What follows belongs to an exercise in optimizing a design on an open flow for small area, a short achievable clock period and few clock cycles per item; a production flow would make more cautious choices.
In this exercise RTL edits were held to simulation tests only and were not proved equivalent to the original.
Power is estimated from default activity; no workload was simulated.

== beta ==
==> module rv_decode_stage, before the edit <==
module rv_decode_stage (
    input  logic              clk,
    input  logic              rst,
    input  logic              instr_valid,
    output logic              instr_ready,
    input  rv_pkg::xlen_t     instr,
    output logic [31:1]       rf_sel1,
    output logic [31:1]       rf_sel2,
    input  rv_pkg::xlen_t     rf_data1,
    input  rv_pkg::xlen_t     rf_data2,
    input  logic              ex_we,
    input  logic              ex_is_mul,
    input  rv_pkg::reg_idx_t  ex_rd,
    input  rv_pkg::xlen_t     ex_result,
    input  logic              m2_we,
    input  logic              m2_is_mul,
    input  rv_pkg::reg_idx_t  m2_rd,
    input  rv_pkg::xlen_t     m2_alu,
    input  logic              wb_we,
    input  rv_pkg::reg_idx_t  wb_rd,
    input  rv_pkg::xlen_t     wb_data,
    output logic              id_we,
    output rv_pkg::reg_idx_t  id_rd,
    output logic              id_is_mul,
    output rv_pkg::alu_ctrl_t id_ctrl,
    output rv_pkg::xlen_t     id_op_a,
    output rv_pkg::xlen_t     id_op_b
);
    rv_pkg::xlen_t ir;
    logic          ir_valid;
    logic          ready;
    logic [6:0]    opcode;
    logic [2:0]    funct3;
    logic [6:0]    funct7;
    logic          is_lui;
    logic          is_opimm;
    logic          is_op;
    logic          legal;
    logic          alt;
    logic          use_rs1;
    logic          use_rs2;
    logic          rd_nz;
    logic          in_use_rs1;
    logic          in_use_rs2;
    logic          in_dep_d;
    logic          in_dep_ex;
    logic          wait2;
    rv_pkg::xlen_t imm;
    rv_pkg::reg_idx_t rs1;
    rv_pkg::reg_idx_t rs2;
    logic          ex_hit1, ex_hit2;
    logic          m2_hit1, m2_hit2;
    logic          wb_hit1, wb_hit2;
    logic          rf_use1, rf_use2;
    logic [7:0]    rs1_hi, rs2_hi;
    logic [3:0]    rs1_lo, rs2_lo;
    rv_pkg::xlen_t early1, early2;
    assign opcode = ir[6:0];
    assign funct3 = ir[14:12];
    assign funct7 = ir[31:25];
    assign rs1    = ir[19:15];
    assign rs2    = ir[24:20];
    assign is_lui   = opcode == OPC_LUI;
    assign is_opimm = opcode == OPC_OP_IMM;
    assign is_op    = opcode == OPC_OP;
    assign alt      = funct7 == FUNCT7_ALT;
    assign use_rs1  = is_opimm || is_op;
    assign use_rs2  = is_op;
    assign rd_nz    = ir[11:7] != '0;
    always_comb begin
        legal = 1'b0;
        if (is_lui) begin
            legal = 1'b1;
        end else if (is_opimm) begin
            if (funct3 == F3_SLL) begin
                legal = funct7 == FUNCT7_BASE;
            end else if (funct3 == F3_SRL_SRA) begin
                legal = (funct7 == FUNCT7_BASE) || alt;
            end else begin
                legal = 1'b1;
            end
        end else if (is_op) begin
            if (funct7 == FUNCT7_BASE) begin
                legal = 1'b1;
            end else if (alt) begin
                legal = (funct3 == F3_ADD_SUB) || (funct3 == F3_SRL_SRA);
            end else if (funct7 == FUNCT7_MULDIV) begin
                legal = funct3 == F3_ADD_SUB;
            end
        end
    end
    assign id_we     = ir_valid && legal && rd_nz && ready;
    assign id_rd     = ir[11:7];
    assign id_is_mul = is_op && funct7 == FUNCT7_MULDIV;
    always_comb begin
        id_ctrl          = '0;
        id_ctrl[C_ADD]   = is_lui || funct3 == F3_ADD_SUB;
        id_ctrl[C_SLT]   = !is_lui && funct3 == F3_SLT;
        id_ctrl[C_SLTU]  = !is_lui && funct3 == F3_SLTU;
        id_ctrl[C_SFT]   = !is_lui && (funct3 == F3_SLL || funct3 == F3_SRL_SRA);
        id_ctrl[C_XOR]   = !is_lui && funct3 == F3_XOR;
        id_ctrl[C_OR]    = !is_lui && funct3 == F3_OR;
        id_ctrl[C_AND]   = !is_lui && funct3 == F3_AND;
        id_ctrl[C_INV_B] = !is_lui && (funct3 == F3_SLT || funct3 == F3_SLTU
                                       || (is_op && alt && funct3 == F3_ADD_SUB));
        id_ctrl[C_SFT_L] = funct3 == F3_SLL;
        id_ctrl[C_SFT_A] = alt;
    end
    assign imm = is_lui ? {ir[31:12], 12'b0} : {{20{ir[31]}}, ir[31:20]};
    assign in_use_rs1 = instr[6:0] == OPC_OP_IMM || instr[6:0] == OPC_OP;
    assign in_use_rs2 = instr[6:0] == OPC_OP;
    assign in_dep_d   = (in_use_rs1 && instr[19:15] == ir[11:7])
                        || (in_use_rs2 && instr[24:20] == ir[11:7]);
    assign in_dep_ex  = (in_use_rs1 && instr[19:15] == ex_rd)
                        || (in_use_rs2 && instr[24:20] == ex_rd);
    assign instr_ready = ready;
    always_ff @(posedge clk) begin
        if (rst) begin
            ir_valid <= 1'b0;
            ready    <= 1'b1;
            wait2    <= 1'b0;
        end else begin
            if (ready) begin
                ir_valid <= instr_valid;
            end
            if (ready) begin
                wait2 <= instr_valid && ir_valid && legal && rd_nz && id_is_mul && in_dep_d;
                ready <= !(instr_valid && ((ir_valid && legal && rd_nz && id_is_mul && in_dep_d)
                                           || (ex_we && ex_is_mul && in_dep_ex)));
            end else begin
                wait2 <= 1'b0;
                ready <= !wait2;
            end
        end
    end
    always_ff @(posedge clk) begin
        if (ready) begin
            ir <= instr;
        end
    end
    always_ff @(posedge clk) begin
        if (ready) begin
            for (int i = 0; i < 8; i++) begin
                rs1_hi[i] <= instr[19:17] == i;
                rs2_hi[i] <= instr[24:22] == i;
            end
            for (int i = 0; i < 4; i++) begin
                rs1_lo[i] <= instr[16:15] == i;
                rs2_lo[i] <= instr[21:20] == i;
            end
        end
    end
    always_comb begin
        for (int i = 1; i < 32; i++) begin
            rf_sel1[i] = rs1_hi[i / 4] & rs1_lo[i % 4];
            rf_sel2[i] = rs2_hi[i / 4] & rs2_lo[i % 4];
        end
    end
    always_ff @(posedge clk) begin
        if (ready) begin
            ex_hit1 <= id_we && ir[11:7] == instr[19:15];
            ex_hit2 <= id_we && ir[11:7] == instr[24:20];
            m2_hit1 <= ex_we && ex_rd == instr[19:15];
            m2_hit2 <= ex_we && ex_rd == instr[24:20];
            wb_hit1 <= m2_we && m2_rd == instr[19:15];
            wb_hit2 <= m2_we && m2_rd == instr[24:20];
        end else begin
            ex_hit1 <= 1'b0;
            ex_hit2 <= 1'b0;
            m2_hit1 <= ex_hit1;
            m2_hit2 <= ex_hit2;
            wb_hit1 <= m2_hit1;
            wb_hit2 <= m2_hit2;
        end
    end
    assign rf_use1 = use_rs1 && !ex_hit1 && !m2_hit1 && !wb_hit1;
    assign rf_use2 = use_rs2 && !ex_hit2 && !m2_hit2 && !wb_hit2;
    assign early1  = !use_rs1 || ex_hit1 ? '0 : m2_hit1 ? m2_alu : wb_hit1 ? wb_data : '0;
    assign early2  = !use_rs2 ? imm : ex_hit2 ? '0 : m2_hit2 ? m2_alu : wb_hit2 ? wb_data : '0;
    assign id_op_a = ({32{use_rs1 && ex_hit1}} & ex_result) | early1 | ({32{rf_use1}} & rf_data1);
    assign id_op_b = ({32{use_rs2 && ex_hit2}} & ex_result) | early2 | ({32{rf_use2}} & rf_data2);
endmodule
clock: 6.0 ns
lec_check: 0
abc_area: 1
cap_margin: 20
core_margin: 2
core_utilization: 40
cts_cluster_diameter: 100
cts_cluster_size: 25
setup_slack_margin: 2.5
slew_margin: 20
run.sh (not shown) runs the stock make flow with config.mk's settings and CLKGATE_MAP_FILE= SYNTH_SCRIPT=/design/flow/synth_recipe.tcl, a recipe that flattens the netlist after the stock synthesis.
Testbench counts of beta, summed over its fixed seeds: cycles 17,560, instrs 16,504.
#### Input delta (epsilon over beta)
--- a/flow/design.v
+++ b/flow/design.v
@@ -1325,6 +1325,4 @@
     logic          wb_hit1, wb_hit2;
     logic          rf_use1, rf_use2;
-    logic [7:0]    rs1_hi, rs2_hi;
-    logic [3:0]    rs1_lo, rs2_lo;
     rv_pkg::xlen_t early1, early2;
     assign opcode = ir[6:0];
@@ -1413,18 +1411,8 @@
     always_ff @(posedge clk) begin
         if (ready) begin
-            for (int i = 0; i < 8; i++) begin
-                rs1_hi[i] <= instr[19:17] == i;
-                rs2_hi[i] <= instr[24:22] == i;
+            for (int i = 1; i < 32; i++) begin
+                rf_sel1[i] <= instr[19:15] == i;
+                rf_sel2[i] <= instr[24:20] == i;
             end
-            for (int i = 0; i < 4; i++) begin
-                rs1_lo[i] <= instr[16:15] == i;
-                rs2_lo[i] <= instr[21:20] == i;
-            end
-        end
-    end
-    always_comb begin
-        for (int i = 1; i < 32; i++) begin
-            rf_sel1[i] = rs1_hi[i / 4] & rs1_lo[i % 4];
-            rf_sel2[i] = rs2_hi[i / 4] & rs2_lo[i % 4];
         end
     end
Cell area after layout grows by a few percent when moving from beta to epsilon. Number of instances in the placed design in epsilon is about 8% higher than in beta. Latest clock arrival within the worst-skew pair delta (epsilon -> beta): insignificant. Where die footprint is concerned, beta is better than epsilon. Average detailed-routed wire length per instance: epsilon vs beta down 0.54%. Count of flip-flops with a built-in enable after synthesis (lower): beta. Summary of epsilon over beta: fraction of power consumed by combinational cells climbed 0.4 points, highest cell delay on the worst timing path climbed 0.42 ns, first-pass GRT wire length climbed 7.9%. From beta to epsilon the numbers moved as follows: power in the clock group picked up an extra about 0.7%, proportion of power drawn by the clock network lost 0.7 points.
Testbench counts of epsilon, summed over its fixed seeds: cycles 17,560, instrs 16,504.

re-timing with driven ports:
No port has a modelled driver above. Below, the same layouts with a new extraction and two added sets of constraints. Step 1, drivers: a clkbuf_16 drives clk and a buf_2 each remaining input, both assumed. Step 2 times the ports against the registers' clock, not the clock port: input delays grow and output delays shrink by t, the midpoint of the rising clock arrivals with the driver on. Slacks: ideal / step 1 / step 2; pairs: ideal / step 1.
run | t, ns | slack for setup (ns) | slew at the worst register clock pin (ns) | cell pins on the clock port's net
beta | 0.846 | 2.253 / 2.253 / 2.253 | 0.12 / 0.12 | 1
epsilon | 0.838 | 2.259 / 2.259 / 1.911 | 0.11 / 0.11 | 1
After both steps every run listed still meets setup and hold. The setup slack of epsilon, which loses most, moves by 0.000 ns with the drivers and by -0.348 ns with both steps.
